Context: an optimization exercise on an open-source flow, tuned for small area, a short achievable clock period and few clock cycles. The choices shown serve that exercise and are no tape-out recipe.
No run shown here included a check of the RTL's function; only the layout flow was run.

==> flow/design.v <==
`timescale 1ns / 1ps
`default_nettype none
package ngga_pkg;
	function automatic logic [7:0] head_char(input logic [2:0] n);
		logic [7:0] r;
		case (n)
			3'd0: r = 8'h24;
			3'd1: r = 8'h47;
			3'd2: r = 8'h50;
			3'd3: r = 8'h47;
			3'd4: r = 8'h47;
			3'd5: r = 8'h41;
			default: r = 8'h00;
		endcase
		head_char = r;
	endfunction
	function automatic logic is_digit(input logic [7:0] c);
		is_digit = (c >= 8'h30) && (c <= 8'h39);
	endfunction
	function automatic logic is_space(input logic [7:0] c);
		is_space = c == 8'h20 || (c >= 8'h09 && c <= 8'h0d) || c == 8'h2b;
	endfunction
	function automatic logic [6:0] pair_code(input logic [7:0] a);
		pair_code = {1'b0, is_space(a), is_digit(a), a[3:0]};
	endfunction
	function automatic logic [6:0] pair_value(input logic [6:0] code, input logic [7:0] b);
		logic [6:0] da;
		logic [6:0] db;
		logic [6:0] r;
		da = 7'(code[3:0]);
		db = 7'(b[3:0]);
		r = 7'd0;
		if (code[4]) begin
			r = is_digit(b) ? 7'(da * 7'd10 + db) : da;
		end else if (code[5]) begin
			r = is_digit(b) ? db : 7'd0;
		end
		pair_value = r;
	endfunction
	function automatic logic [9:0] min_step(input logic [1:0] rr, input logic [3:0] d);
		logic [7:0] t;
		logic [1:0] r;
		case ({rr, d})
			6'd0: begin t = 8'd0; r = 2'd0; end
			6'd1: begin t = 8'd16; r = 2'd2; end
			6'd2: begin t = 8'd33; r = 2'd1; end
			6'd3: begin t = 8'd50; r = 2'd0; end
			6'd4: begin t = 8'd66; r = 2'd2; end
			6'd5: begin t = 8'd83; r = 2'd1; end
			6'd6: begin t = 8'd100; r = 2'd0; end
			6'd7: begin t = 8'd116; r = 2'd2; end
			6'd8: begin t = 8'd133; r = 2'd1; end
			6'd9: begin t = 8'd150; r = 2'd0; end
			6'd16: begin t = 8'd3; r = 2'd1; end
			6'd17: begin t = 8'd20; r = 2'd0; end
			6'd18: begin t = 8'd36; r = 2'd2; end
			6'd19: begin t = 8'd53; r = 2'd1; end
			6'd20: begin t = 8'd70; r = 2'd0; end
			6'd21: begin t = 8'd86; r = 2'd2; end
			6'd22: begin t = 8'd103; r = 2'd1; end
			6'd23: begin t = 8'd120; r = 2'd0; end
			6'd24: begin t = 8'd136; r = 2'd2; end
			6'd25: begin t = 8'd153; r = 2'd1; end
			6'd32: begin t = 8'd6; r = 2'd2; end
			6'd33: begin t = 8'd23; r = 2'd1; end
			6'd34: begin t = 8'd40; r = 2'd0; end
			6'd35: begin t = 8'd56; r = 2'd2; end
			6'd36: begin t = 8'd73; r = 2'd1; end
			6'd37: begin t = 8'd90; r = 2'd0; end
			6'd38: begin t = 8'd106; r = 2'd2; end
			6'd39: begin t = 8'd123; r = 2'd1; end
			6'd40: begin t = 8'd140; r = 2'd0; end
			6'd41: begin t = 8'd156; r = 2'd2; end
			default: begin t = 8'd0; r = 2'd0; end
		endcase
		min_step = {r, t};
	endfunction
endpackage
`default_nettype wire
`timescale 1ns / 1ps
`default_nettype none
module ngga_back (
	input wire logic clk,
	input wire logic clr,
	input wire logic hi,
	input wire logic [1:0] feed,
	input wire logic [1:0] close,
	input wire logic [7:0] c,
	input wire logic dig,
	output logic need1,
	output logic flushing0,
	output logic [1:0] rdy,
	output logic [1:0] ov,
	output logic [31:0] q0,
	output logic [31:0] q1
);
	localparam logic [1:0] PH_INT = 2'd0;
	localparam logic [1:0] PH_FRAC = 2'd1;
	localparam logic [1:0] PH_DONE = 2'd2;
	logic [1:0] ph_q [2];
	logic [1:0] ph_n [2];
	logic [2:0] cn_q [2];
	logic [2:0] cn_n [2];
	logic [7:0] win_q [2];
	logic [7:0] win_n [2];
	logic [1:0] r_q [2];
	logic [1:0] r_n [2];
	logic [31:0] q_q [2];
	logic [31:0] q_n [2];
	logic ov_q [2];
	logic ov_n [2];
	logic rdy_q [2];
	logic rdy_n [2];
	logic [1:0] flush;
	logic sel;
	logic deg;
	logic [3:0] dout;
	logic [9:0] ms;
	logic [7:0] t;
	logic [31:0] qs;
	logic [35:0] sum;
	assign q0 = q_q[0];
	assign q1 = q_q[1];
	assign ov = {ov_q[1], ov_q[0]};
	assign rdy = {rdy_q[1], rdy_q[0]};
	assign flushing0 = flush[0];
	always_comb begin
		for (int k = 0; k < 2; k++) begin
			flush[k] = (ph_q[k] == PH_DONE) && (cn_q[k] != 3'd6);
		end
		sel = !flush[0] && (flush[1] || hi);
		qs = sel ? q_q[1] : q_q[0];
		deg = sel ? (ph_q[1] == PH_INT) : (ph_q[0] == PH_INT);
		dout = sel ? win_q[1][7:4] : win_q[0][7:4];
		ms = ngga_pkg::min_step(sel ? r_q[1] : r_q[0], dout);
		t = deg ? 8'({dout, 3'b000} + {dout, 1'b0}) : ms[7:0];
		sum = {qs, 3'b000} + {qs, 1'b0} + 36'(t);
		need1 = dig && ((ph_q[1] == PH_INT && cn_q[1] >= 3'd2 && cn_q[1] < 3'd5) ||
			(ph_q[1] == PH_FRAC && cn_q[1] < 3'd4));
	end
	always_comb begin
		logic step;
		for (int k = 0; k < 2; k++) begin
			ph_n[k] = ph_q[k];
			cn_n[k] = cn_q[k];
			win_n[k] = win_q[k];
			r_n[k] = r_q[k];
			q_n[k] = q_q[k];
			ov_n[k] = ov_q[k];
			step = 1'b0;
			case (ph_q[k])
				PH_INT: begin
					if (feed[k]) begin
						if (dig) begin
							if (cn_q[k] >= 3'd5) begin
								q_n[k] = 32'd9990;
								win_n[k] = 8'h99;
							end else begin
								step = cn_q[k] >= 3'd2;
								win_n[k] = {win_q[k][3:0], c[3:0]};
								cn_n[k] = (cn_q[k] == 3'd0 && c[3:0] == 4'd0) ? 3'd0 : cn_q[k] + 3'd1;
							end
						end else if (c == 8'h2e) begin
							ph_n[k] = PH_FRAC;
							cn_n[k] = 3'd0;
						end else begin
							ph_n[k] = PH_DONE;
							cn_n[k] = 3'd0;
						end
					end
				end
				PH_FRAC: begin
					if (feed[k]) begin
						if (dig) begin
							if (cn_q[k] < 3'd4) begin
								step = 1'b1;
								win_n[k] = {win_q[k][3:0], c[3:0]};
								cn_n[k] = cn_q[k] + 3'd1;
							end
						end else begin
							ph_n[k] = PH_DONE;
						end
					end
				end
				default: begin
					if (flush[k] && (sel == (k == 1))) begin
						step = 1'b1;
						win_n[k] = {win_q[k][3:0], 4'd0};
						cn_n[k] = cn_q[k] + 3'd1;
					end
				end
			endcase
			if (step) begin
				q_n[k] = sum[31:0];
				r_n[k] = deg ? 2'd0 : ms[9:8];
				ov_n[k] = ov_q[k] | (|sum[35:32]);
			end
			if (close[k] && ph_n[k] != PH_DONE) begin
				cn_n[k] = (ph_n[k] == PH_INT && cn_n[k] == 3'd0) ? 3'd6 :
					(ph_n[k] == PH_INT ? 3'd0 : cn_n[k]);
				ph_n[k] = PH_DONE;
			end
			if (clr) begin
				ph_n[k] = PH_INT;
				cn_n[k] = 3'd0;
				win_n[k] = 8'h00;
				r_n[k] = 2'd0;
				q_n[k] = 32'd0;
				ov_n[k] = 1'b0;
			end
			rdy_n[k] = (ph_n[k] == PH_DONE) && (cn_n[k] == 3'd6);
		end
	end
	always_ff @(posedge clk) begin
		for (int k = 0; k < 2; k++) begin
			ph_q[k] <= ph_n[k];
			cn_q[k] <= cn_n[k];
			win_q[k] <= win_n[k];
			r_q[k] <= r_n[k];
			q_q[k] <= q_n[k];
			ov_q[k] <= ov_n[k];
			rdy_q[k] <= rdy_n[k];
		end
	end
endmodule
`default_nettype wire
`timescale 1ns / 1ps
`default_nettype none
module nmea_gga_sentence_parser (
	input wire logic clk,
	input wire logic arst_n,
	input wire logic char_valid,
	output logic char_stall,
	input wire logic [7:0] char_byte,
	input wire logic char_last,
	output logic res_valid,
	input wire logic res_stall,
	output logic [2:0] res_status,
	output logic [6:0] res_hours,
	output logic [6:0] res_mins,
	output logic [6:0] res_secs,
	output logic [31:0] res_lat_e7,
	output logic [7:0] res_lat_hemi,
	output logic [31:0] res_lon_e7,
	output logic [7:0] res_lon_hemi
);
	logic iv_q;
	logic [7:0] ib_q;
	logic il_q;
	logic idig_q;
	logic icom_q;
	logic init_q;
	logic clr_q;
	logic done_q;
	logic [7:0] cnt_q, cnt_n;
	logic long_q, long_n;
	logic prefix_q, prefix_n;
	logic [3:0] comma_q, comma_n;
	logic [2:0] tidx_q, tidx_n;
	logic intok_q, intok_n;
	logic [2:0] tlen_q, tlen_n;
	logic tbad_q, tbad_n;
	logic [7:0] hnew_q [2];
	logic [7:0] hnew_n [2];
	logic hseen_q [2];
	logic hseen_n [2];
	logic [6:0] pair_q [3];
	logic [6:0] pair_n [3];
	logic [2:0] st_q, st_n;
	logic tm_q, tm_n;
	logic cm_q, cm_n;
	logic [7:0] hemi_q [2];
	logic [7:0] hemi_n [2];
	logic consume;
	logic block;
	logic busy;
	logic take;
	logic hi;
	logic need1;
	logic flushing0;
	logic [1:0] fcoord;
	logic [1:0] feed;
	logic [1:0] close;
	logic [1:0] rdy;
	logic [1:0] ov;
	logic [31:0] q0;
	logic [31:0] q1;
	assign busy = done_q | clr_q;
	assign consume = iv_q & ~block;
	assign char_stall = iv_q & block;
	assign res_valid = done_q & rdy[0] & rdy[1];
	assign take = res_valid & ~res_stall;
	assign feed = fcoord & {2{consume}};
	assign hi = tidx_q >= 3'd4;
	always_comb begin
		logic [7:0] c;
		logic comma;
		logic tstart;
		logic [2:0] tok;
		logic ftime;
		logic [6:0] pv;
		logic [6:0] lim;
		c = ib_q;
		comma = icom_q;
		tstart = !comma && !intok_q;
		tidx_n = (tstart && tidx_q != 3'd7) ? tidx_q + 3'd1 : tidx_q;
		tok = intok_q ? tidx_q - 3'd1 : (tidx_q == 3'd7 ? 3'd6 : tidx_q);
		ftime = !comma && tok == 3'd1 && tlen_q < 3'd6;
		fcoord[0] = !comma && tok == 3'd2;
		fcoord[1] = !comma && tok == 3'd4;
		block = (busy && (il_q || (!comma && tok != 3'd0))) || (fcoord[1] && need1 && flushing0);
		close[0] = consume && (il_q || (comma && tidx_q == 3'd3));
		close[1] = consume && (il_q || (comma && tidx_q == 3'd5));
		cnt_n = cnt_q;
		long_n = long_q;
		if (!long_q) begin
			if (cnt_q == 8'd255) begin
				long_n = 1'b1;
			end else begin
				cnt_n = cnt_q + 8'd1;
			end
		end
		prefix_n = prefix_q;
		if (cnt_q < 8'd6 && c != ngga_pkg::head_char(cnt_q[2:0])) begin
			prefix_n = 1'b0;
		end
		comma_n = (comma && comma_q != 4'd15) ? comma_q + 4'd1 : comma_q;
		intok_n = !comma;
		for (int k = 0; k < 2; k++) begin
			hnew_n[k] = hnew_q[k];
			hseen_n[k] = hseen_q[k];
			hemi_n[k] = hemi_q[k];
		end
		if (tstart && tok == 3'd3) begin
			hnew_n[0] = c;
			hseen_n[0] = 1'b1;
		end
		if (tstart && tok == 3'd5) begin
			hnew_n[1] = c;
			hseen_n[1] = 1'b1;
		end
		for (int k = 0; k < 3; k++) begin
			pair_n[k] = pair_q[k];
		end
		tlen_n = tlen_q;
		tbad_n = tbad_q;
		pv = ngga_pkg::pair_value(pair_q[2], c);
		lim = (tlen_q[2:1] == 2'd0) ? 7'd23 : 7'd59;
		if (ftime) begin
			tlen_n = tlen_q + 3'd1;
			if (!tlen_q[0]) begin
				pair_n[0] = pair_q[1];
				pair_n[1] = pair_q[2];
				pair_n[2] = ngga_pkg::pair_code(c);
			end else begin
				pair_n[2] = pv;
				if (pv > lim) begin
					tbad_n = 1'b1;
				end
			end
		end
		if (cnt_n < 8'd6 || !prefix_n) begin
			st_n = 3'd1;
		end else if (comma_n < 4'd14) begin
			st_n = 3'd2;
		end else if (long_n) begin
			st_n = 3'd5;
		end else if (tlen_n < 3'd6) begin
			st_n = 3'd3;
		end else if (tbad_n) begin
			st_n = 3'd4;
		end else begin
			st_n = 3'd0;
		end
		tm_n = (st_n == 3'd0) || (st_n == 3'd4);
		cm_n = tm_n || (st_n == 3'd3);
		if (cm_n) begin
			for (int k = 0; k < 2; k++) begin
				if (hseen_n[k]) begin
					hemi_n[k] = hnew_n[k];
				end
			end
		end
		if (il_q) begin
			cnt_n = '0;
			long_n = 1'b0;
			prefix_n = 1'b1;
			comma_n = '0;
			tidx_n = '0;
			intok_n = 1'b0;
			tlen_n = '0;
			tbad_n = 1'b0;
			for (int k = 0; k < 2; k++) begin
				hnew_n[k] = '0;
				hseen_n[k] = 1'b0;
			end
		end
	end
	always_ff @(posedge clk or negedge arst_n) begin
		if (!arst_n) begin
			iv_q <= 1'b0;
			init_q <= 1'b1;
			clr_q <= 1'b1;
			done_q <= 1'b0;
		end else begin
			if (!char_stall) begin
				iv_q <= char_valid;
			end
			init_q <= 1'b0;
			clr_q <= take;
			if (take) begin
				done_q <= 1'b0;
			end else if (consume && il_q) begin
				done_q <= 1'b1;
			end
		end
	end
	always_ff @(posedge clk) begin
		if (!char_stall) begin
			ib_q <= char_byte;
			il_q <= char_last;
			idig_q <= ngga_pkg::is_digit(char_byte);
			icom_q <= (char_byte == 8'h2c);
		end
		if (init_q) begin
			cnt_q <= '0;
			long_q <= 1'b0;
			prefix_q <= 1'b1;
			comma_q <= '0;
			tidx_q <= '0;
			intok_q <= 1'b0;
			tlen_q <= '0;
			tbad_q <= 1'b0;
			for (int k = 0; k < 2; k++) begin
				hnew_q[k] <= '0;
				hseen_q[k] <= 1'b0;
				hemi_q[k] <= '0;
			end
		end else if (consume) begin
			cnt_q <= cnt_n;
			long_q <= long_n;
			prefix_q <= prefix_n;
			comma_q <= comma_n;
			tidx_q <= tidx_n;
			intok_q <= intok_n;
			tlen_q <= tlen_n;
			tbad_q <= tbad_n;
			for (int k = 0; k < 2; k++) begin
				hnew_q[k] <= hnew_n[k];
				hseen_q[k] <= hseen_n[k];
			end
			for (int k = 0; k < 3; k++) begin
				pair_q[k] <= pair_n[k];
			end
			if (il_q) begin
				st_q <= st_n;
				tm_q <= tm_n;
				cm_q <= cm_n;
				for (int k = 0; k < 2; k++) begin
					hemi_q[k] <= hemi_n[k];
				end
			end
		end
	end
	ngga_back u_back (
		.clk(clk),
		.clr(clr_q),
		.hi(hi),
		.feed(feed),
		.close(close),
		.c(ib_q),
		.dig(idig_q),
		.need1(need1),
		.flushing0(flushing0),
		.rdy(rdy),
		.ov(ov),
		.q0(q0),
		.q1(q1)
	);
	assign res_status = st_q;
	assign res_hours = tm_q ? pair_q[0] : 7'd0;
	assign res_mins = tm_q ? pair_q[1] : 7'd0;
	assign res_secs = tm_q ? pair_q[2] : 7'd0;
	assign res_lat_e7 = cm_q ? (q0 | {32{ov[0]}}) : 32'd0;
	assign res_lon_e7 = cm_q ? (q1 | {32{ov[1]}}) : 32'd0;
	assign res_lat_hemi = hemi_q[0];
	assign res_lon_hemi = hemi_q[1];
endmodule
`default_nettype wire
==> flow/run.sh <==
#!/bin/bash
# synth_recipe.tcl (not shown) runs the flow's synth.tcl, then flattens the netlist and writes it again
# the make line also repeats each setting of config.mk as NAME=value (left out here)
make -C /OpenROAD-flow-scripts/flow DESIGN_CONFIG=/design/flow/config.mk WORK_HOME=/design/flow/orfs CLKGATE_MAP_FILE= SYNTH_SCRIPT=/design/flow/synth_recipe.tcl finish
==> flow/config.mk <==
export PLATFORM = sky130hd
export DESIGN_NAME = nmea_gga_sentence_parser
export DESIGN_NICKNAME = nmea_gga_sentence_parser
export VERILOG_FILES = /design/flow/design.v
export SDC_FILE = /design/flow/constraint.sdc
export NUM_CORES = 4
export LEC_CHECK = 0
export CAP_MARGIN = 20
export CORE_MARGIN = 2
export CORE_UTILIZATION = 40
export SLEW_MARGIN = 20
==> flow/constraint.sdc <==
create_clock -name core_clock -period 11.0 [get_ports {clk}]
set_input_delay 2.2000 -clock core_clock [delete_from_list [all_inputs] [get_ports {clk}]]
set_output_delay 2.2000 -clock core_clock [all_outputs]
set_load 0.01 [all_outputs]
==> flow_summary.toml, run 1 <==
[outcome]
status = "finished clean"

[timing]
finalCritPeriodShare_pct = 63.7
worst_slew_pin_slew_ns = 0.964
fmax_mhz = 143
setup_viol = 0
grt_setup_unrepaired = "false"
setup-tns-final_ns = 0
finalHoldViolCount = 0
relSlewSlack_pct = 35.6
skew_ns = 0.0137
slew_viol_final = 0
period_minus_slack_ns = 7.00

[critical_path]
startpoint_type = "register"
worst_setup_path_end_kind = "register"
cp-startpoint = "u_back.cn_q[1][0]"
max_stage_delay_ns = 0.73
cp_common_cell = "ha_1"
reg2reg_setup_slack_ns = 4.00
cp_top_family = "compound AO/OA/AOI/OAI gates"
rr_startpoint = "u_back.cn_q[1][0]"
r2r-end = "u_back.ov_q[0]"
reg2regPathDepth = 26
cp_max_fo = 42
critPathKind = "register to register"
path_buf_inv = 4
cp.arrival_ns = 7.31
crit_required_ns = 11.30
critical_path.endpoint = "u_back.ov_q[0]"
cp_slowest_cell = "mux2i_1"
cp_num_cells = 26

[die]
start_util_pct = 40.7
rows = 66
ios = 119
core_um2 = 32600
die_area_um2 = 34600
die_x_um = 186
die_y_um = 186

[yosys]
avgSynthCellArea_um2 = 8.44
synthFlopType = "dfxtp_1"
synth_edf_count = 37
synthesis.nets = 1689
synth_cells = 1571
synth_area_um2 = 13300
synth.distinct_cells = 86
yosysWarnings = 24
synth.ff_latch_count = 195
yosysSeqAreaShare_pct = 32.4
async_reset_ff_share_pct = 2.05

[drt]
drt-total-wl_mm = 37.0
first_iter_violations = 799
dr.pass1.iters = 5
wl_per_cell_um = 17.8
vias_per_cell = 5.76
vias = 12000
drc = 0
postRouteAntennaNets = 0

[final_layout]
nNetsFinal = 1740
layout-drive-gt1-share_pct = 7.28
antenna_cells = 0
synthToLayoutAreaGrowth_pct = 15.3
fin_util_pct = 46.9

[global_routing]
track_usage_pct = 21.6
grt_pass1_vias = 11300
antenna_found_initial = 0
grt-ovfl-total = 0
grt_start_max_net_pins = 65
grt_pass1_wl_mm = 59.5

[clocking]
clock_sinks = 195
cts_setup_buffers = 0
cts_tree = "built"
numCtsBuffers = 17
root_buffer = "clkbuf_16"
clk_latency_ns = 0.46
hold_buffers = 0
clockBufferDepth = 2
cts_resized = 0
clkTransAtPathRegs_ns = 0.08
ctsHtreeMaxLevel = 4

[worst_hold_path]
hold_path.class = "register to register"

[flow_run]
maxCapViolations = 0

[placed_design]
hpwl_mm = 25.9
port-buffer-count = 118
routabilityCongestion = 0.877
-- metal layers --
layer / track usage [%] / wire length (um) / vias to the layer above
li1: - / - / 5872
met1: 30.4 / 18000 / 5732
met2: 33.8 / 16400 / 311
met3: 3.25 / 1920 / 48
met4: 7.28 / 740 / 0
met5: 0 / 0 / -
-- area by class of cell --
type	instances	area, um2
well taps	442	553
repair buffers	138	1340
flip-flops and latches	195	4300
multi-input cells	1201	8290
fillers	3171	17300
clock inverters	15	143
clock buffers	17	425
inverters	69	259
-- Yosys cell counts, types with 6 or more instances --
cell | number | area (um2)
a211o_1 | 6 | 52.6
a211oi_1 | 42 | 315
a21o_1 | 16 | 120
a21oi_1 | 78 | 390
a22o_1 | 9 | 78.8
a22oi_1 | 43 | 323
a31oi_1 | 20 | 125
a32oi_1 | 14 | 123
and2_1 | 29 | 181
and3_1 | 18 | 113
and4_1 | 6 | 52.6
buf_1 | 8 | 30.0
buf_2 | 6 | 30.0
clkbuf_1 | 83 | 312
dfxtp_1 | 154 | 3080
edfxtp_1 | 37 | 1110
fa_1 | 8 | 160
ha_1 | 97 | 1210
inv_1 | 69 | 259
mux2_2 | 37 | 417
mux2i_1 | 28 | 280
nand2_1 | 86 | 323
nand2b_1 | 14 | 87.6
nand3_1 | 39 | 195
nand3b_1 | 19 | 143
nand4_1 | 14 | 87.6
nor2_1 | 182 | 683
nor2b_1 | 9 | 56.3
nor3_1 | 44 | 220
nor4_1 | 8 | 50.1
o211ai_1 | 10 | 75.1
o21a_1 | 82 | 616
o21ai_0 | 87 | 435
o31ai_1 | 7 | 52.6
o32ai_1 | 7 | 61.3
or2_2 | 12 | 75.1
or3_1 | 11 | 68.8
xnor2_1 | 20 | 175
xor2_1 | 14 | 123
-- per-stage QoR --
stage               hold slack [ns]  setup WS [ns]  std cells  area [um2]
global route                  0.447           3.46       2077       15300
floorplan                     0.418           5.21       1571       13300
global placement              0.425           4.33       2043       14700
finish                        0.441           4.00       2077       15300
detailed placement            0.426           4.07       2044       14700
CTS                           0.443           4.05       2076       15300
-- worst min path at each step --
stage / from / end / slack (ns) / depth (start not counted)
2_1_floorplan: pair_q[1][0] / pair_q[0][0] / 0.42 / 0
3_3_place_gp: pair_q[2][6] / pair_q[1][6] / 0.42 / 0
3_5_place_dp: pair_q[1][1] / pair_q[0][1] / 0.43 / 0
4_1_cts: pair_q[1][1] / pair_q[0][1] / 0.44 / 0
5_1_grt: pair_q[1][2] / pair_q[0][2] / 0.45 / 0
6_report: pair_q[1][1] / pair_q[0][1] / 0.44 / 0
-- cells in the final DEF, fill, tap and decap left out, drive strengths merged, types with 17 or more instances in the layout --
cell type and n:
buf 20, mux2 37, and3 18, mux2i 28, nand2 86, dfxtp 154, clkbuf 17, a31oi 20
inv 79, xnor2 20, a211oi 42, nor2 182, nand3 39, ha 97, a22oi 43, nor3 44
and2 29, clkdlybuf4s50 118, a21oi 78, edfxtp 37, o21a 82, o21ai 89, nand3b 19
-- logic make-up (layout without fill, tap and decap cells) --
group           count (synthesis)  count (layout)  synth area share, %
xor+xnor                       34              34                 2.25
flops                         195             195                 32.4
buf+inv                       175             239                 5.37
compound gates                479             479                 25.0
simple gates                  517             517                 19.3
other cells                     1               1               0.0283
mux                            65              65                 5.25
fa+ha+maj                     105             105                 10.4
-- worst reg2reg max path, cell delays in order (launching register included) --
cell	delay, ns
dfxtp_1	0.53
inv_1	0.12
ha_1	0.23
nand2_1	0.09
a21oi_1	0.16
nor2_4	0.13
buf_4	0.53
mux2i_1	0.74
inv_1	0.22
ha_1	0.27
or3b_2	0.19
a21oi_1	0.05
o21a_1	0.18
o21ai_0	0.19
a22oi_1	0.12
ha_1	0.24
ha_1	0.21
inv_1	0.09
fa_1	0.22
nor2b_1	0.07
o31ai_1	0.47
a211oi_1	0.27
o211ai_1	0.37
and2_1	0.21
o21ai_0	0.14
a2111oi_0	0.65
o32ai_1	0.17
-- state kept, by name, indices dropped and copies added, names as in the netlist, 4 cells and up --
name,flops
cnt_q,8
u_back.win_q,16
u_back.cn_q,6
pair_q,21
u_back.ph_q,4
hemi_q,16
ib_q,8
u_back.r_q,4
hnew_q,16
u_back.q_q,64
comma_q,4
==> run 2: changes to the inputs <==
--- a/flow/design.v
+++ b/flow/design.v
@@ -82,7 +82,7 @@
 module ngga_back (
 	input wire logic clk,
 	input wire logic clr,
-	input wire logic hi,
+	input wire logic hi_n,
 	input wire logic [1:0] feed,
 	input wire logic [1:0] close,
 	input wire logic [7:0] c,
@@ -91,6 +91,7 @@
 	output logic flushing0,
 	output logic [1:0] rdy,
 	output logic [1:0] ov,
+	output logic [1:0] qv,
 	output logic [31:0] q0,
 	output logic [31:0] q1
 );
@@ -109,32 +110,44 @@
 	logic [31:0] q_n [2];
 	logic ov_q [2];
 	logic ov_n [2];
+	logic qv_q [2];
+	logic qv_n [2];
 	logic rdy_q [2];
 	logic rdy_n [2];
 	logic [1:0] flush;
+	logic [1:0] flush_n;
+	logic sel_q;
 	logic sel;
 	logic deg;
 	logic [3:0] dout;
 	logic [9:0] ms;
 	logic [7:0] t;
 	logic [31:0] qs;
+	logic [34:0] csa_s;
+	logic [34:0] csa_c;
+	logic [34:0] u;
 	logic [35:0] sum;
 	assign q0 = q_q[0];
 	assign q1 = q_q[1];
 	assign ov = {ov_q[1], ov_q[0]};
+	assign qv = {qv_q[1], qv_q[0]};
 	assign rdy = {rdy_q[1], rdy_q[0]};
 	assign flushing0 = flush[0];
 	always_comb begin
 		for (int k = 0; k < 2; k++) begin
 			flush[k] = (ph_q[k] == PH_DONE) && (cn_q[k] != 3'd6);
 		end
-		sel = !flush[0] && (flush[1] || hi);
-		qs = sel ? q_q[1] : q_q[0];
+		sel = sel_q;
+		qs = sel ? (q_q[1] & {32{qv_q[1]}}) : (q_q[0] & {32{qv_q[0]}});
 		deg = sel ? (ph_q[1] == PH_INT) : (ph_q[0] == PH_INT);
 		dout = sel ? win_q[1][7:4] : win_q[0][7:4];
 		ms = ngga_pkg::min_step(sel ? r_q[1] : r_q[0], dout);
 		t = deg ? 8'({dout, 3'b000} + {dout, 1'b0}) : ms[7:0];
-		sum = {qs, 3'b000} + {qs, 1'b0} + 36'(t);
+		csa_s = {1'b0, qs, 2'b00} ^ {3'b000, qs} ^ {28'd0, t[7:1]};
+		csa_c = ({1'b0, qs, 2'b00} & {3'b000, qs}) | ({1'b0, qs, 2'b00} & {28'd0, t[7:1]}) |
+			({3'b000, qs} & {28'd0, t[7:1]});
+		u = csa_s + {csa_c[33:0], 1'b0};
+		sum = {u, t[0]};
 		need1 = dig && ((ph_q[1] == PH_INT && cn_q[1] >= 3'd2 && cn_q[1] < 3'd5) ||
 			(ph_q[1] == PH_FRAC && cn_q[1] < 3'd4));
 	end
@@ -147,14 +160,14 @@
 			r_n[k] = r_q[k];
 			q_n[k] = q_q[k];
 			ov_n[k] = ov_q[k];
+			qv_n[k] = qv_q[k];
 			step = 1'b0;
 			case (ph_q[k])
 				PH_INT: begin
 					if (feed[k]) begin
 						if (dig) begin
 							if (cn_q[k] >= 3'd5) begin
-								q_n[k] = 32'd9990;
-								win_n[k] = 8'h99;
+								ov_n[k] = 1'b1;
 							end else begin
 								step = cn_q[k] >= 3'd2;
 								win_n[k] = {win_q[k][3:0], c[3:0]};
@@ -192,6 +205,7 @@
 			endcase
 			if (step) begin
 				q_n[k] = sum[31:0];
+				qv_n[k] = 1'b1;
 				r_n[k] = deg ? 2'd0 : ms[9:8];
 				ov_n[k] = ov_q[k] | (|sum[35:32]);
 			end
@@ -205,13 +219,15 @@
 				cn_n[k] = 3'd0;
 				win_n[k] = 8'h00;
 				r_n[k] = 2'd0;
-				q_n[k] = 32'd0;
+				qv_n[k] = 1'b0;
 				ov_n[k] = 1'b0;
 			end
 			rdy_n[k] = (ph_n[k] == PH_DONE) && (cn_n[k] == 3'd6);
+			flush_n[k] = (ph_n[k] == PH_DONE) && (cn_n[k] != 3'd6);
 		end
 	end
 	always_ff @(posedge clk) begin
+		sel_q <= !flush_n[0] && (flush_n[1] || hi_n);
 		for (int k = 0; k < 2; k++) begin
 			ph_q[k] <= ph_n[k];
 			cn_q[k] <= cn_n[k];
@@ -219,6 +235,7 @@
 			r_q[k] <= r_n[k];
 			q_q[k] <= q_n[k];
 			ov_q[k] <= ov_n[k];
+			qv_q[k] <= qv_n[k];
 			rdy_q[k] <= rdy_n[k];
 		end
 	end
@@ -272,10 +289,12 @@
 	logic [7:0] hemi_q [2];
 	logic [7:0] hemi_n [2];
 	logic consume;
+	logic [1:0] hnew_w;
+	logic [7:0] c_w;
 	logic block;
 	logic busy;
 	logic take;
-	logic hi;
+	logic hi_n;
 	logic need1;
 	logic flushing0;
 	logic [1:0] fcoord;
@@ -283,6 +302,8 @@
 	logic [1:0] close;
 	logic [1:0] rdy;
 	logic [1:0] ov;
+	logic [1:0] qv;
+	logic [1:0] cmk;
 	logic [31:0] q0;
 	logic [31:0] q1;
 	assign busy = done_q | clr_q;
@@ -291,7 +312,7 @@
 	assign res_valid = done_q & rdy[0] & rdy[1];
 	assign take = res_valid & ~res_stall;
 	assign feed = fcoord & {2{consume}};
-	assign hi = tidx_q >= 3'd4;
+	assign hi_n = init_q ? 1'b0 : (consume ? tidx_n >= 3'd4 : tidx_q >= 3'd4);
 	always_comb begin
 		logic [7:0] c;
 		logic comma;
@@ -301,6 +322,7 @@
 		logic [6:0] pv;
 		logic [6:0] lim;
 		c = ib_q;
+		c_w = ib_q;
 		comma = icom_q;
 		tstart = !comma && !intok_q;
 		tidx_n = (tstart && tidx_q != 3'd7) ? tidx_q + 3'd1 : tidx_q;
@@ -331,13 +353,13 @@
 			hseen_n[k] = hseen_q[k];
 			hemi_n[k] = hemi_q[k];
 		end
-		if (tstart && tok == 3'd3) begin
-			hnew_n[0] = c;
-			hseen_n[0] = 1'b1;
-		end
-		if (tstart && tok == 3'd5) begin
-			hnew_n[1] = c;
-			hseen_n[1] = 1'b1;
+		hnew_w[0] = tstart && tok == 3'd3;
+		hnew_w[1] = tstart && tok == 3'd5;
+		for (int k = 0; k < 2; k++) begin
+			if (hnew_w[k]) begin
+				hnew_n[k] = c;
+				hseen_n[k] = 1'b1;
+			end
 		end
 		for (int k = 0; k < 3; k++) begin
 			pair_n[k] = pair_q[k];
@@ -391,7 +413,6 @@
 			tlen_n = '0;
 			tbad_n = 1'b0;
 			for (int k = 0; k < 2; k++) begin
-				hnew_n[k] = '0;
 				hseen_n[k] = 1'b0;
 			end
 		end
@@ -432,7 +453,6 @@
 			tlen_q <= '0;
 			tbad_q <= 1'b0;
 			for (int k = 0; k < 2; k++) begin
-				hnew_q[k] <= '0;
 				hseen_q[k] <= 1'b0;
 				hemi_q[k] <= '0;
 			end
@@ -446,7 +466,9 @@
 			tlen_q <= tlen_n;
 			tbad_q <= tbad_n;
 			for (int k = 0; k < 2; k++) begin
-				hnew_q[k] <= hnew_n[k];
+				if (hnew_w[k]) begin
+					hnew_q[k] <= c_w;
+				end
 				hseen_q[k] <= hseen_n[k];
 			end
 			for (int k = 0; k < 3; k++) begin
@@ -465,7 +487,7 @@
 	ngga_back u_back (
 		.clk(clk),
 		.clr(clr_q),
-		.hi(hi),
+		.hi_n(hi_n),
 		.feed(feed),
 		.close(close),
 		.c(ib_q),
@@ -474,6 +496,7 @@
 		.flushing0(flushing0),
 		.rdy(rdy),
 		.ov(ov),
+		.qv(qv),
 		.q0(q0),
 		.q1(q1)
 	);
@@ -481,8 +504,9 @@
 	assign res_hours = tm_q ? pair_q[0] : 7'd0;
 	assign res_mins = tm_q ? pair_q[1] : 7'd0;
 	assign res_secs = tm_q ? pair_q[2] : 7'd0;
-	assign res_lat_e7 = cm_q ? (q0 | {32{ov[0]}}) : 32'd0;
-	assign res_lon_e7 = cm_q ? (q1 | {32{ov[1]}}) : 32'd0;
+	assign cmk = {2{cm_q}} & (qv | ov);
+	assign res_lat_e7 = cmk[0] ? (q0 | {32{ov[0]}}) : 32'd0;
+	assign res_lon_e7 = cmk[1] ? (q1 | {32{ov[1]}}) : 32'd0;
 	assign res_lat_hemi = hemi_q[0];
 	assign res_lon_hemi = hemi_q[1];
 endmodule
==> run 2 against run 1 <==
- sequential cell count increased by 3
- synthesized cell count is 13% lower
- worst hold slack improved by 0.0034 ns
- die area shrank 4.6%
- maximum frequency increased by 14%
- critical path depth down 5
==> flow_summary.toml, run 2 <==
[outcome]
status = "finished clean"

[global_routing]
grt_pass1_vias = 9790
antenna_found_initial = 0
grt_start_max_net_pins = 36
grt_pass1_wl_mm = 50.1
grt-ovfl-total = 0
track_usage_pct = 18.6

[critical_path]
cp_max_fo = 15
critPathKind = "register to register"
rr_startpoint = "u_back.sel_q"
r2r-end = "u_back.ov_q[0]"
crit_required_ns = 11.34
critical_path.endpoint = "u_back.ov_q[0]"
reg2reg_setup_slack_ns = 4.85
reg2regPathDepth = 21
worst_setup_path_end_kind = "register"
cp-startpoint = "u_back.sel_q"
startpoint_type = "register"
cp.arrival_ns = 6.49

[final_layout]
largest_register_ffs = 64
reg_top3 = "u_back.q_q (64), pair_q (21)"
multiInputGateArea_um2 = 7020
register_area_um2 = 5160
layout-drive-gt1-share_pct = 5.67
mostFrequentLayoutCells = "234 x nor2_1, 118 x clkdlybuf4s50_1, 117 x edfxtp_1"
synthToLayoutAreaGrowth_pct = 16.4
top_register = "u_back.q_q"
final_common_cell = "nor2_1"
antenna_cells = 0
nFillCells = 2969
nNetsFinal = 1572
fin_util_pct = 47.0

[yosys]
synth.distinct_cells = 88
avgSynthCellArea_um2 = 9.22
synth.ff_latch_count = 198
synth_area_leaders = "edfxtp_1 28%, dfxtp_1 12%, ha_1 9.8%"
yosysWarnings = 26
async_reset_ff_share_pct = 2.02
synth_edf_count = 117
synth_cells = 1371
yosys-top-cells-count = "234 x nor2_1, 117 x edfxtp_1, 99 x ha_1"
synth.most_common_cell = "nor2_1"
yosysSeqAreaShare_pct = 40.8
synth_area_um2 = 12600
synth_top_cell_by_area = "edfxtp_1"
yosysTopAreaCellShare_pct = 27.8
synthesis.nets = 1492
synthFlopType = "edfxtp_1"

[drt]
drt-total-wl_mm = 30.3
first_iter_violations = 744
drc = 0
postRouteAntennaNets = 0
vias = 10200
vias_per_cell = 5.44
wl_per_cell_um = 16.3
dr.pass1.iters = 5

[clocking]
hold_buffers = 0
ctsHtreeMaxLevel = 4
clockBufferDepth = 2
root_buffer = "clkbuf_16"
numCtsBuffers = 17
cts_setup_buffers = 0
clk_latency_ns = 0.45
clock_sinks = 198
cts_tree = "built"
cts_resized = 0
clkTransAtPathRegs_ns = 0.07

[die]
rows = 65
die_y_um = 182
ios = 119
start_util_pct = 40.4
die_x_um = 182
core_um2 = 31300
die_area_um2 = 33000

[timing]
finalCritPeriodShare_pct = 55.9
setup_viol = 0
skew_ns = 0.0138
setup-tns-final_ns = 0
slew_viol_final = 0
hold_ws_ns = 0.444
fmax_mhz = 163
period_minus_slack_ns = 6.15
grt_setup_unrepaired = "false"
relSlewSlack_pct = 32.6
worst_slew_pin_slew_ns = 1.00
finalHoldViolCount = 0

[placed_design]
routabilityCongestion = 0.877
hpwl_mm = 21.9
port-buffer-count = 118

[flow_run]
maxCapViolations = 0

[worst_hold_path]
hold_path.class = "register to register"
## run 2: cell types whose count changed after synthesis, sizes merged, moves of 13 or more
cell / before / now
edfxtp: 37 / 117
mux2: 37 / 12
mux2i: 28 / 44
o21ai: 89 / 55
a22oi: 43 / 12
nor2: 182 / 234
dfxtp: 154 / 77
a211oi: 42 / 3
nand3b: 19 / 6
a22o: 9 / 26
o21a: 82 / 7
a32oi: 14 / 1
inv: 69 / 55
clkbuf: 84 / 58
## run 2: critical path: stages, from the launching register on
cell and delay, ns:
dfxtp_1 0.76, mux2i_1 0.61, inv_1 0.30, ha_1 0.29
mux2i_1 0.15, o21ai_0 0.11, nand2_1 0.10, a21oi_1 0.06
a311oi_1 0.25, a21oi_1 0.07, ha_1 0.23, ha_1 0.23
fa_1 0.42, a21oi_1 0.21, o211ai_1 0.18, a311o_1 0.48
a21oi_1 0.24, nor3_1 0.09, or4_1 0.40, a2111oi_0 0.42
nand3_1 0.17, a31o_2 0.27
## run 2: final cells by class
class	instances	area share, %
clock buffer	19	2.97
clock inverter	13	0.766
inverter	56	1.43
multi-input combinational	1049	47.8
sequential	198	35.1
tap	402	3.42
timing repair buffer	129	8.59
## run 2: logic make-up (layout without fill, tap and decap cells)
family                   Yosys count  in the layout  share of synthesized area, %
other                              1              1                        0.0297
flip-flops                       198            198                          40.8
AND/OR/NAND/NOR                  540            540                          20.3
XOR/XNOR                          53             53                          3.67
adder cells (fa/ha/maj)          109            109                          11.3
AO/OA/AOI/OAI                    290            290                          15.6
buffers and inverters            124            217                          3.80
multiplexers                      56             56                          4.58
## run 2: worst min-delay path by stage
stage | startpoint | end | slack (ns) | cells after the start
floorplan | pair_q[1][0] | pair_q[0][0] | 0.42 | 0
global placement | pair_q[1][1] | pair_q[0][1] | 0.42 | 0
detailed placement | pair_q[1][1] | pair_q[0][1] | 0.43 | 0
CTS | pair_q[1][1] | pair_q[0][1] | 0.44 | 0
global route | pair_q[1][1] | pair_q[0][1] | 0.46 | 0
finish | pair_q[1][1] | pair_q[0][1] | 0.44 | 0
## run 2: through the flow
| stage | std cells | setup slack (ns) | cell area, um2 |
|---|---|---|---|
| after global routing | 1866 | 4.34 | 14700 |
| after floorplan | 1371 | 5.59 | 12600 |
| after global placement | 1834 | 5.10 | 14200 |
| after CTS | 1866 | 4.90 | 14700 |
| final | 1866 | 4.85 | 14700 |
| after detailed placement | 1834 | 4.92 | 14200 |
## run 2: layer usage
metal  vias up  part of all wire, %  routed length [um]  track usage [%]
li1       5091                    -                   -                -
met1      4794                   49               14800             25.7
met2       237                   45               13700             29.9
met3        37                  3.9                1180             2.99
met4         0                  1.8                 561             6.08
met5         -                    0                   0                0
==> run 3: changes to the inputs <==
--- a/flow/design.v
+++ b/flow/design.v
@@ -116,6 +116,8 @@
 	logic rdy_n [2];
 	logic [1:0] flush;
 	logic [1:0] flush_n;
+	logic [1:0] flush_q;
+	logic n1_q;
 	logic sel_q;
 	logic sel;
 	logic deg;
@@ -135,7 +137,7 @@
 	assign flushing0 = flush[0];
 	always_comb begin
 		for (int k = 0; k < 2; k++) begin
-			flush[k] = (ph_q[k] == PH_DONE) && (cn_q[k] != 3'd6);
+			flush[k] = flush_q[k];
 		end
 		sel = sel_q;
 		qs = sel ? (q_q[1] & {32{qv_q[1]}}) : (q_q[0] & {32{qv_q[0]}});
@@ -148,8 +150,7 @@
 			({3'b000, qs} & {28'd0, t[7:1]});
 		u = csa_s + {csa_c[33:0], 1'b0};
 		sum = {u, t[0]};
-		need1 = dig && ((ph_q[1] == PH_INT && cn_q[1] >= 3'd2 && cn_q[1] < 3'd5) ||
-			(ph_q[1] == PH_FRAC && cn_q[1] < 3'd4));
+		need1 = dig && n1_q;
 	end
 	always_comb begin
 		logic step;
@@ -228,6 +229,9 @@
 	end
 	always_ff @(posedge clk) begin
 		sel_q <= !flush_n[0] && (flush_n[1] || hi_n);
+		flush_q <= flush_n;
+		n1_q <= (ph_n[1] == PH_INT && cn_n[1] >= 3'd2 && cn_n[1] < 3'd5) ||
+			(ph_n[1] == PH_FRAC && cn_n[1] < 3'd4);
 		for (int k = 0; k < 2; k++) begin
 			ph_q[k] <= ph_n[k];
 			cn_q[k] <= cn_n[k];
@@ -319,6 +323,8 @@
 		logic tstart;
 		logic [2:0] tok;
 		logic ftime;
+		logic tg;
+		logic t4;
 		logic [6:0] pv;
 		logic [6:0] lim;
 		c = ib_q;
@@ -330,7 +336,9 @@
 		ftime = !comma && tok == 3'd1 && tlen_q < 3'd6;
 		fcoord[0] = !comma && tok == 3'd2;
 		fcoord[1] = !comma && tok == 3'd4;
-		block = (busy && (il_q || (!comma && tok != 3'd0))) || (fcoord[1] && need1 && flushing0);
+		tg = tidx_q[2] || tidx_q[1] || (tidx_q[0] && !intok_q);
+		t4 = tidx_q[2] && !tidx_q[1] && (tidx_q[0] == intok_q);
+		block = (busy && (il_q || (!comma && tg))) || (!comma && t4 && need1 && flushing0);
 		close[0] = consume && (il_q || (comma && tidx_q == 3'd3));
 		close[1] = consume && (il_q || (comma && tidx_q == 3'd5));
 		cnt_n = cnt_q;
==> flow/flow/run.sh (new file) <==
#!/bin/bash
# Standard layout, run through the standard flow's own standard.sh; keep its full output.
set -e
bash standard.sh > standard.log 2>&1
==> flow/standard.sh (new file) <==
#!/bin/bash
# synth_recipe.tcl (not shown) runs the flow's synth.tcl, then flattens the netlist and writes it again
# the make line also repeats each setting of config.mk as NAME=value (left out here)
make -C /OpenROAD-flow-scripts/flow DESIGN_CONFIG=/design/flow/config.mk WORK_HOME=/design/flow/orfs CLKGATE_MAP_FILE= SYNTH_SCRIPT=/design/flow/synth_recipe.tcl "${@:-finish}"
removed: flow/run.sh
==> run 3 against run 2 <==
- wire length rose by 5.2%
- critical path depth is 4 lower
- non-clock buffer count grew 3
- core utilization up 1.1 points
- maximum frequency down 3.6%
- sequential cell count grew 3
- sequential share of layout area fell by 0.78 points
- critical endpoint unchanged
- via count increased by 3.6%
==> flow_summary.toml, run 3 <==
[critical_path]
critPathKind = "register to register"
cp.arrival_ns = 6.82
startpoint_type = "register"
r2r-end = "u_back.ov_q[0]"
reg2reg_setup_slack_ns = 4.62
worst_setup_path_end_kind = "register"
cp_max_fo = 16
reg2regPathDepth = 17
crit_required_ns = 11.44
rr_startpoint = "u_back.sel_q"

[outcome]
status = "finished clean"

[yosys]
yosysSeqAreaShare_pct = 40.5
yosysWarnings = 26
synth_top_cell_by_area = "edfxtp_1"
synth.distinct_cells = 90
yosys-top-cells-count = "259 x nor2_1, 117 x edfxtp_1, 98 x ha_1"
synth_area_um2 = 12900
synth_edf_count = 117
synth.most_common_cell = "nor2_1"
yosysTopAreaCellShare_pct = 27.3
synth_area_leaders = "edfxtp_1 27%, dfxtp_1 12%, ha_1 9.5%"
synthFlopType = "edfxtp_1"
synth_cells = 1387
synth.ff_latch_count = 201
avgSynthCellArea_um2 = 9.28
async_reset_ff_share_pct = 1.99
synthesis.nets = 1507

[die]
ios = 119
die_x_um = 183
die_area_um2 = 33600
rows = 65
core_um2 = 31600
die_y_um = 183
start_util_pct = 40.7

[timing]
grt_setup_unrepaired = "false"
period_minus_slack_ns = 6.38
setup_viol = 0
fmax_mhz = 157
relSlewSlack_pct = 32.7
hold_ws_ns = 0.442
slew_viol_final = 0
finalHoldViolCount = 0
setup-tns-final_ns = 0
worst_slew_pin_slew_ns = 0.981
skew_ns = 0.0295
finalCritPeriodShare_pct = 58.0

[final_layout]
nNetsFinal = 1592
synthToLayoutAreaGrowth_pct = 18.2
reg_top3 = "u_back.q_q (64), pair_q (21)"
layout-drive-gt1-share_pct = 7.92
instances_no_fill = 1892
mostFrequentLayoutCells = "259 x nor2_1, 118 x clkdlybuf4s50_1, 117 x edfxtp_1"
final_common_cell = "nor2_1"
antenna_cells = 0
nFillCells = 3043
top_register = "u_back.q_q"
largest_register_ffs = 64

[clocking]
clk_latency_ns = 0.55
hold_buffers = 0
ctsHtreeMaxLevel = 1
numCtsBuffers = 24
clockBufferDepth = 3
clkTransAtPathRegs_ns = 0.06
clock_sinks = 201
root_buffer = "clkbuf_16"
cts_setup_buffers = 0
cts_resized = 0
cts_tree = "built"

[placed_design]
port-buffer-count = 118
hpwl_mm = 22.9
routabilityCongestion = 0.859
dpl.cell_count = 1847

[global_routing]
track_usage_pct = 18.8
grt_start_max_net_pins = 38
grt_pass1_wl_mm = 51.9
antenna_found_initial = 0
grt_pass1_vias = 10100
grt-ovfl-total = 0

[drt]
drt-total-wl_mm = 31.9
wl_per_cell_um = 16.9
postRouteAntennaNets = 0
dr.pass1.iters = 5
first_iter_violations = 559
vias = 10500
drc = 0
vias_per_cell = 5.56

[worst_hold_path]
hold_end = "pair_q[0][4]"
min_path_cells = 0
hold_path.class = "register to register"
hold_start = "pair_q[1][4]"

[flow_run]
maxCapViolations = 0
[run 3: worst max-delay path by stage]
stage	slack, ns	depth (start not counted)	endpoint	start
detailed placement	4.69	17	u_back.ov_q[0]	u_back.sel_q
CTS	4.62	17	u_back.ov_q[0]	u_back.sel_q
finish	4.62	17	u_back.ov_q[0]	u_back.sel_q
global route	4.21	17	u_back.ov_q[0]	u_back.sel_q
floorplan	5.46	24	u_back.ov_q[0]	u_back.sel_q
global placement	4.91	17	u_back.ov_q[1]	u_back.sel_q
[run 3: logic make-up after synthesis]
family                     Yosys count  synth area share (%)
AOI/OAI and AO/OA                  315                  16.7
xor gates and xnor gates            46                  3.13
adders and majority gates          107                  10.9
buffers and inverters              130                  4.01
DFF                                201                  40.5
muxes                               61                  4.94
other                                1                0.0291
and+or+nand+nor                    526                  19.8
[run 3: per-stage QoR]
stage          area [um2]  utilization, %  setup slack, ns
2_1_floorplan       12900               -             5.46
3_3_place_gp        14400            45.4             4.91
3_5_place_dp        14400            45.4             4.69
4_1_cts             15200            48.0             4.62
5_1_grt             15200            48.1             4.21
6_report            15200            48.1             4.62
[run 3: critical path: stages (launching register included)]
cell and delay (ns):
dfxtp_1 0.82, mux2i_1 0.77, inv_1 0.38, ha_1 0.34, fa_1 0.48, a22oi_1 0.09, fa_1 0.51, inv_1 0.04
ha_1 0.33, a211oi_1 0.34, o21ai_0 0.23, nand4_1 0.14, o211ai_2 0.17, a211oi_2 0.34, o21ai_1 0.15, a41o_1 0.25
or4b_1 0.52, a221o_1 0.35
[run 3: per-layer routing]
metal  vias up  global-route usage, %  part of all wire [%]
met4         0                   4.90                   2.0
met5         -                      0                     0
met3        48                   2.42                   4.0
met1      5030                   26.5                    48
li1       5202                      -                     -
met2       241                   30.4                    45
[run 3: cell type report]
| type | count | area [um2] | share of cell area [%] |
|---|---|---|---|
| Multi-Input combinational cell | 1056 | 7170 | 47.1 |
| Sequential cell | 201 | 5220 | 34.3 |
| Timing Repair Buffer | 132 | 1290 | 8.45 |
| Clock buffer | 27 | 633 | 4.16 |
| Tap cell | 402 | 503 | 3.31 |
| Inverter | 57 | 214 | 1.41 |
| Clock inverter | 17 | 194 | 1.27 |
==> run 4: changes to the inputs <==
==> flow/flow/run.sh (replaced) <==
#!/bin/bash
# The standard layout (the standard.sh: standard synthesis, floorplan, placement,
# CTS, routing) with timing repair aiming for more setup slack than the clock needs.
set -e
bash standard.sh SETUP_SLACK_MARGIN=8 finish > standard.log 2>&1
==> run 4 against run 3 <==
- still clean
- global-route usage is 3.3 points higher
- via count is 12% higher
- sequential cell count stayed put
- sequential share of layout area is 6.8 points lower
- critical path type unchanged
==> flow_summary.toml, run 4 <==
[flow_run]
maxCapViolations = 0

[timing]
finalCritPeriodShare_pct = 42.9
fmax_mhz = 212
setup_viol = 0
finalHoldViolCount = 0
relSlewSlack_pct = 36.1
worst_slew_pin_slew_ns = 0.954
skew_ns = 0.0194
grt_setup_unrepaired = "true"
hold_ws_ns = 0.451
period_minus_slack_ns = 4.72
slew_viol_final = 0
setup-tns-final_ns = 0

[critical_path]
crit_required_ns = 11.41
worst_setup_path_end_kind = "register"
cp.arrival_ns = 5.13
critPathKind = "register to register"
reg2reg_setup_slack_ns = 6.28
startpoint_type = "register"
cp_max_fo = 7

[yosys]
synth.ff_latch_count = 201
async_reset_ff_share_pct = 1.99
synth_edf_count = 117
synth_area_um2 = 12900
synth.distinct_cells = 90
synthFlopType = "edfxtp_1"
yosysWarnings = 26
yosysTopAreaCellShare_pct = 27.3
synth_area_leaders = "edfxtp_1 27%, dfxtp_1 12%, ha_1 9.5%"
synth_cells = 1387
synth_top_cell_by_area = "edfxtp_1"
synth.most_common_cell = "nor2_1"
yosysSeqAreaShare_pct = 40.5
avgSynthCellArea_um2 = 9.28
yosys-top-cells-count = "259 x nor2_1, 117 x edfxtp_1, 98 x ha_1"
synthesis.nets = 1507

[die]
ios = 119
start_util_pct = 40.7
core_um2 = 31600
die_area_um2 = 33600
die_x_um = 183
rows = 65
die_y_um = 183

[final_layout]
top_register = "u_back.q_q"
largest_register_ffs = 64
antenna_cells = 0
layout-drive-gt1-share_pct = 40.4
mostFrequentLayoutCells = "180 x buf_6, 172 x nor2_1, 117 x edfxtp_1"
nFillCells = 2569
nNetsFinal = 1796
synthToLayoutAreaGrowth_pct = 48.9
final_common_cell = "buf_6"
reg_top3 = "u_back.q_q (64), pair_q (21)"
fin_util_pct = 60.6
instances_no_fill = 2096

[drt]
vias = 11800
wl_met3_mm = 2.02
drt-total-wl_mm = 39.2
first_iter_violations = 861
postRouteAntennaNets = 0
wl_per_cell_um = 18.7
dr.pass1.iters = 5
drc = 0
wl_met2_mm = 18.4
top_layer_used = "met4"
vias_per_cell = 5.61
wl_met1_mm = 17.6

[placed_design]
routabilityCongestion = 0.846
hpwl_mm = 23.5
port-buffer-count = 118
dpl.cell_count = 1847

[global_routing]
grt_pass1_wl_mm = 59.8
grt_pass1_vias = 11000
grt-ovfl-total = 0
antenna_found_initial = 0
grt_start_max_net_pins = 35
track_usage_pct = 22.1

[clocking]
clock_sinks = 201
clk_latency_ns = 0.54
root_buffer = "clkbuf_16"
hold_buffers = 0
clockBufferDepth = 3
ctsHtreeMaxLevel = 1
cts_tree = "built"
clkTransAtPathRegs_ns = 0.06
numCtsBuffers = 24

[outcome]
status = "finished clean"

[worst_hold_path]
hold_path.class = "register to register"
==> run 4: final cells by class <==
type | instances | area, um2 | area share [%]
clock buffers | 28 | 626 | 3.26
clock inverters | 16 | 165 | 0.862
inverters | 57 | 230 | 1.20
multi-input cells | 1058 | 8690 | 45.3
flip-flops and latches | 201 | 5270 | 27.5
well taps | 402 | 503 | 2.62
repair buffers | 332 | 3670 | 19.2
repair inverters | 2 | 15.0 | 0.0783
==> run 4: metrics by stage <==
stage / area (um2) / setup WS [ns]
6_report: 19200 / 6.28
5_1_grt: 19200 / 6.10
4_1_cts: 18000 / 6.23
3_5_place_dp: 15100 / 4.89
3_3_place_gp: 15100 / 5.00
2_1_floorplan: 13800 / 6.40
==> run 4: worst paths after layout <==
| kind | start | endpoint | cells after the start |
|---|---|---|---|
| min reg2reg | pair_q[1][6] | pair_q[0][6] | 0 |
| max | u_back.sel_q | u_back.ov_q[0] | 20 |
| min | pair_q[1][6] | pair_q[0][6] | 0 |
| min in group asynchronous | arst_n | iv_q | 1 |
| max reg2reg | u_back.sel_q | u_back.ov_q[0] | 20 |
| max in group asynchronous | arst_n | init_q | 1 |
==> run 4: cell families after synthesis <==
kind of cell / Yosys count / share of synthesized area (%)
adders and majority gates: 107 / 10.9
other: 1 / 0.0291
muxes: 61 / 4.94
xor gates and xnor gates: 46 / 3.13
DFF: 201 / 40.5
AOI/OAI and AO/OA: 315 / 16.7
buffers and inverters: 130 / 4.01
and+or+nand+nor: 526 / 19.8
==> run 4: critical path: stages (launching register included) <==
cell	delay, ns
dfxtp_4	0.43
mux2i_4	0.34
clkinv_4	0.11
buf_4	0.15
buf_6	0.12
fa_2	0.39
xnor2_1	0.13
a22o_1	0.22
fa_1	0.58
ha_4	0.24
o21ai_1	0.19
o21ai_2	0.11
nand4_1	0.09
o211ai_2	0.13
buf_4	0.17
buf_6	0.12
a21oi_2	0.11
a31oi_1	0.10
xor2_1	0.16
or3_1	0.40
a221o_1	0.32
==> run 4: metal layers <==
layer / global-route usage, % / vias up
li1: - / 5617
met1: 31.0 / 5708
met2: 35.4 / 347
met3: 3.08 / 83
met4: 6.78 / 0
met5: 0 / -
==> run 4: repair_timing <==
action / in CTS / in global routing
setup buffers: 129 / 61
pin swaps: 54 / 61
cloned: 13 / 2
endpoints found under the setup margin: 312 / 217
gates resized for setup: 663 / 193
==> run 5: changes to the inputs <==
--- a/flow/design.v
+++ b/flow/design.v
@@ -119,6 +119,11 @@
 	logic [1:0] flush_q;
 	logic n1_q;
 	logic sel_q;
+	logic sel_n;
+	logic [7:0] t_q;
+	logic [7:0] t_n;
+	logic [1:0] rs_q;
+	logic [1:0] rs_n;
 	logic sel;
 	logic deg;
 	logic [3:0] dout;
@@ -141,10 +146,7 @@
 		end
 		sel = sel_q;
 		qs = sel ? (q_q[1] & {32{qv_q[1]}}) : (q_q[0] & {32{qv_q[0]}});
-		deg = sel ? (ph_q[1] == PH_INT) : (ph_q[0] == PH_INT);
-		dout = sel ? win_q[1][7:4] : win_q[0][7:4];
-		ms = ngga_pkg::min_step(sel ? r_q[1] : r_q[0], dout);
-		t = deg ? 8'({dout, 3'b000} + {dout, 1'b0}) : ms[7:0];
+		t = t_q;
 		csa_s = {1'b0, qs, 2'b00} ^ {3'b000, qs} ^ {28'd0, t[7:1]};
 		csa_c = ({1'b0, qs, 2'b00} & {3'b000, qs}) | ({1'b0, qs, 2'b00} & {28'd0, t[7:1]}) |
 			({3'b000, qs} & {28'd0, t[7:1]});
@@ -207,7 +209,7 @@
 			if (step) begin
 				q_n[k] = sum[31:0];
 				qv_n[k] = 1'b1;
-				r_n[k] = deg ? 2'd0 : ms[9:8];
+				r_n[k] = rs_q;
 				ov_n[k] = ov_q[k] | (|sum[35:32]);
 			end
 			if (close[k] && ph_n[k] != PH_DONE) begin
@@ -226,9 +228,17 @@
 			rdy_n[k] = (ph_n[k] == PH_DONE) && (cn_n[k] == 3'd6);
 			flush_n[k] = (ph_n[k] == PH_DONE) && (cn_n[k] != 3'd6);
 		end
+		sel_n = !flush_n[0] && (flush_n[1] || hi_n);
+		deg = sel_n ? (ph_n[1] == PH_INT) : (ph_n[0] == PH_INT);
+		dout = sel_n ? win_n[1][7:4] : win_n[0][7:4];
+		ms = ngga_pkg::min_step(sel_n ? r_n[1] : r_n[0], dout);
+		t_n = deg ? 8'({dout, 3'b000} + {dout, 1'b0}) : ms[7:0];
+		rs_n = deg ? 2'd0 : ms[9:8];
 	end
 	always_ff @(posedge clk) begin
-		sel_q <= !flush_n[0] && (flush_n[1] || hi_n);
+		sel_q <= sel_n;
+		t_q <= t_n;
+		rs_q <= rs_n;
 		flush_q <= flush_n;
 		n1_q <= (ph_n[1] == PH_INT && cn_n[1] >= 3'd2 && cn_n[1] < 3'd5) ||
 			(ph_n[1] == PH_FRAC && cn_n[1] < 3'd4);
@@ -288,8 +298,10 @@
 	logic [6:0] pair_q [3];
 	logic [6:0] pair_n [3];
 	logic [2:0] st_q, st_n;
-	logic tm_q, tm_n;
-	logic cm_q, cm_n;
+	logic tm_n;
+	logic cm_n;
+	logic tm;
+	logic cm;
 	logic [7:0] hemi_q [2];
 	logic [7:0] hemi_n [2];
 	logic consume;
@@ -484,8 +496,6 @@
 			end
 			if (il_q) begin
 				st_q <= st_n;
-				tm_q <= tm_n;
-				cm_q <= cm_n;
 				for (int k = 0; k < 2; k++) begin
 					hemi_q[k] <= hemi_n[k];
 				end
@@ -509,10 +519,12 @@
 		.q1(q1)
 	);
 	assign res_status = st_q;
-	assign res_hours = tm_q ? pair_q[0] : 7'd0;
-	assign res_mins = tm_q ? pair_q[1] : 7'd0;
-	assign res_secs = tm_q ? pair_q[2] : 7'd0;
-	assign cmk = {2{cm_q}} & (qv | ov);
+	assign res_hours = tm ? pair_q[0] : 7'd0;
+	assign res_mins = tm ? pair_q[1] : 7'd0;
+	assign res_secs = tm ? pair_q[2] : 7'd0;
+	assign tm = !st_q[1] && !st_q[0];
+	assign cm = st_q[1] == st_q[0];
+	assign cmk = {2{cm}} & (qv | ov);
 	assign res_lat_e7 = cmk[0] ? (q0 | {32{ov[0]}}) : 32'd0;
 	assign res_lon_e7 = cmk[1] ? (q1 | {32{ov[1]}}) : 32'd0;
 	assign res_lat_hemi = hemi_q[0];
==> flow/flow/run.sh (replaced) <==
#!/bin/bash
# The standard layout (the standard.sh: standard synthesis, floorplan, placement,
# CTS, routing) with timing repair aiming for more setup slack than the clock needs.
set -e
bash standard.sh SETUP_SLACK_MARGIN=6 finish > standard.log 2>&1
==> run 5 against run 4 <==
- wire length fell by 16%
- core utilization fell by 12 points
- synthesized cell count rose by 1.3%
- critical path depth fell by 14
- largest cell class unchanged
==> flow_summary.toml, run 5 <==
[outcome]
status = "finished clean"

[yosys]
avgSynthCellArea_um2 = 9.35
yosysSeqAreaShare_pct = 40.6
synth_top_cell_by_area = "edfxtp_1"
synth.most_common_cell = "nor2_1"
synth.ff_latch_count = 208
yosysTopAreaCellShare_pct = 26.3
synth_edf_count = 115
yosysWarnings = 26
synthesis.nets = 1529
synth_area_um2 = 13100
async_reset_ff_share_pct = 1.92
synthFlopType = "edfxtp_1"
synth_cells = 1405
synth.distinct_cells = 99
synth_area_leaders = "edfxtp_1 26%, dfxtp_1 14%, ha_1 9.7%"
yosys-top-cells-count = "263 x nor2_1, 115 x edfxtp_1, 102 x ha_1"

[final_layout]
nNetsFinal = 1641
antenna_cells = 0
mostFrequentLayoutCells = "262 x nor2_1, 118 x clkdlybuf4s50_1, 115 x edfxtp_1"
multiInputGateArea_um2 = 7440
synthToLayoutAreaGrowth_pct = 20.3
final_common_cell = "nor2_1"
reg_top3 = "u_back.q_q (64), pair_q (21)"
register_area_um2 = 5350
nFillCells = 3026
layout-drive-gt1-share_pct = 9.38
largest_register_ffs = 64
top_register = "u_back.q_q"
finish.instance_area_um2 = 15800

[drt]
vias = 10700
dr.pass1.iters = 5
first_iter_violations = 641
drt-total-wl_mm = 33.0
drc = 0
postRouteAntennaNets = 0
vias_per_cell = 5.39
wl_per_cell_um = 16.7

[critical_path]
rr_startpoint = "tidx_q[1]"
path_buf_inv = 3
worst_setup_path_end_kind = "output pin"
worstPathCellList = "nand3_1, nor4_2, o311ai_2, buf_4, inv_1, clkdlybuf4s50_1"
cp_max_fo = 13
crit_required_ns = 8.80
cp-startpoint = "idig_q"
cp_num_cells = 6
cp_slowest_cell = "edfxtp_1"
max_stage_delay_ns = 0.63
critPathKind = "register to output pin"
startpoint_type = "register"
reg2regPathDepth = 16
cp.arrival_ns = 2.65
cp_top_family = "buffers and inverters"

[global_routing]
track_usage_pct = 19.2
antenna_found_initial = 0
grt_pass1_wl_mm = 53.7
grt_pass1_vias = 10300
grt_use_met3_pct = 2.58
grt_util_met1_pct = 27.8
grt_start_max_net_pins = 47
met2_usage_pct = 30.7
grt.busiest_layer = "met2"
grt-ovfl-total = 0

[die]
start_util_pct = 40.5
die_x_um = 185
core_um2 = 32500
die_y_um = 185
ios = 119
rows = 66
die_area_um2 = 34300

[placed_design]
dpl-instance-area_um2 = 14800
port-buffer-count = 118
routabilityCongestion = 0.885
hpwl_mm = 23.3

[worst_hold_path]
min_path_cells = 0
hold_path.class = "register to register"
hold_start = "pair_q[1][5]"

[timing]
skew_ns = 0.0162
grt_setup_unrepaired = "false"
finalHoldViolCount = 0
finalCritPeriodShare_pct = 44.1
period_minus_slack_ns = 4.85
worst_slew_pin_slew_ns = 0.763
fmax_mhz = 206
setup-tns-final_ns = 0
relSlewSlack_pct = 48.8
setup_viol = 0
slew_viol_final = 0

[flow_run]
maxCapViolations = 0

[clocking]
clkTransAtPathRegs_ns = 0.06
clk_latency_ns = 0.52
hold_buffers = 0
numCtsBuffers = 24
root_buffer = "clkbuf_16"
clock_sinks = 208
ctsHtreeMaxLevel = 1
clockBufferDepth = 3
cts_tree = "built"
[run 5: layer usage]
metal / share of wire (%) / routed length [um]
met1: 49 / 16300
met2: 44 / 14700
met3: 4.8 / 1590
met4: 1.4 / 448
met5: 0 / 0
[run 5: cell families after synthesis]
logic type | count (synthesis) | synth area share [%]
other | 1 | 0.0286
flip-flops | 208 | 40.6
AND/OR/NAND/NOR | 526 | 18.5
adder cells (fa/ha/maj) | 112 | 11.2
buffers and inverters | 120 | 3.65
AO/OA/AOI/OAI | 323 | 17.3
XOR/XNOR | 42 | 2.80
multiplexers | 73 | 5.91
[run 5: per-stage QoR]
step / setup slack [ns] / hold slack, ns / util (%) / cells
6_report: 6.15 / 0.442 / 48.7 / 1977
5_1_grt: 5.98 / 0.451 / 48.7 / 1977
4_1_cts: 6.02 / 0.444 / 48.2 / 1969
3_5_place_dp: 5.29 / 0.425 / 45.5 / 1921
3_3_place_gp: 5.48 / 0.423 / 45.5 / 1921
2_1_floorplan: 6.17 / 0.418 / - / 1405
[run 5: cell type report]
type | count | share of cell area, %
multi-input combinational | 1078 | 47.1
sequential | 208 | 33.9
timing repair buffer | 148 | 8.95
clock buffer | 36 | 4.55
tap | 442 | 3.50
inverter | 57 | 1.37
clock inverter | 8 | 0.650
[run 5: repair_timing]
item | CTS | global route
gates cloned | 1 | 0
hold endpoints to repair | 0 | 0
gates resized for setup | 4 | 18
buffers inserted | 3 | 8
pin swaps | 1 | 2
endpoints found under the setup margin | 10 | 33
[run 5: worst register-to-register path, stage by stage, from the launching register on]
cell	delay (ns)
dfxtp_2	0.39
ha_1	0.20
ha_2	0.23
nor3b_1	0.10
or3_1	0.43
a211o_4	0.41
or4_1	0.51
a21oi_2	0.21
o221ai_2	0.18
a22oi_4	0.24
buf_4	0.23
mux2i_4	0.36
buf_4	0.19
ha_1	0.18
or4bb_1	0.49
o2111ai_1	0.12
o221a_1	0.21
[run 5: path summary, 6_finish.rpt]
path,slack (ns),endpoint
worst max-delay path,6.15,char_stall
min in group asynchronous,1.89,iv_q
worst min-delay path,0.44,pair_q[0][5]
worst max register to register,6.25,u_back.rs_q[0]
max in group asynchronous,8.87,clr_q
worst min register to register,0.44,pair_q[0][5]

-- what the ideal ports hide --
The results above use ideal ports. As a check the final layouts listed here were re-extracted and re-timed, cells and wires unchanged.
Step 1 (the two cells are an assumption about what drives the block):
set clk [get_ports {clk}]
set_driving_cell -lib_cell sky130_fd_sc_hd__clkbuf_16 $clk
set_driving_cell -lib_cell sky130_fd_sc_hd__buf_2 [delete_from_list [all_inputs] $clk]
Step 2 also shifts input and output timing later by t, the mid clock arrival at the registers, as if the neighbouring blocks saw the same clock.
Three values: no drivers, after step 1, after step 2; two values: the first two.
run	t, ns	setup slack, ns	worst setup path after step 2	worst slew at a driven data input, ns
run 1	0.499	3.996 / 3.996 / 3.996	register to register	0.04
run 2	0.488	4.848 / 4.848 / 4.848	register to register	0.05
run 3	0.584	4.620 / 4.620 / 4.620	register to register	0.03
run 4	0.578	6.282 / 6.282 / 6.282	register to register	0.04
run 5	0.564	6.147 / 6.097 / 6.253	register to register	0.04
After both steps every run listed still meets setup and hold.
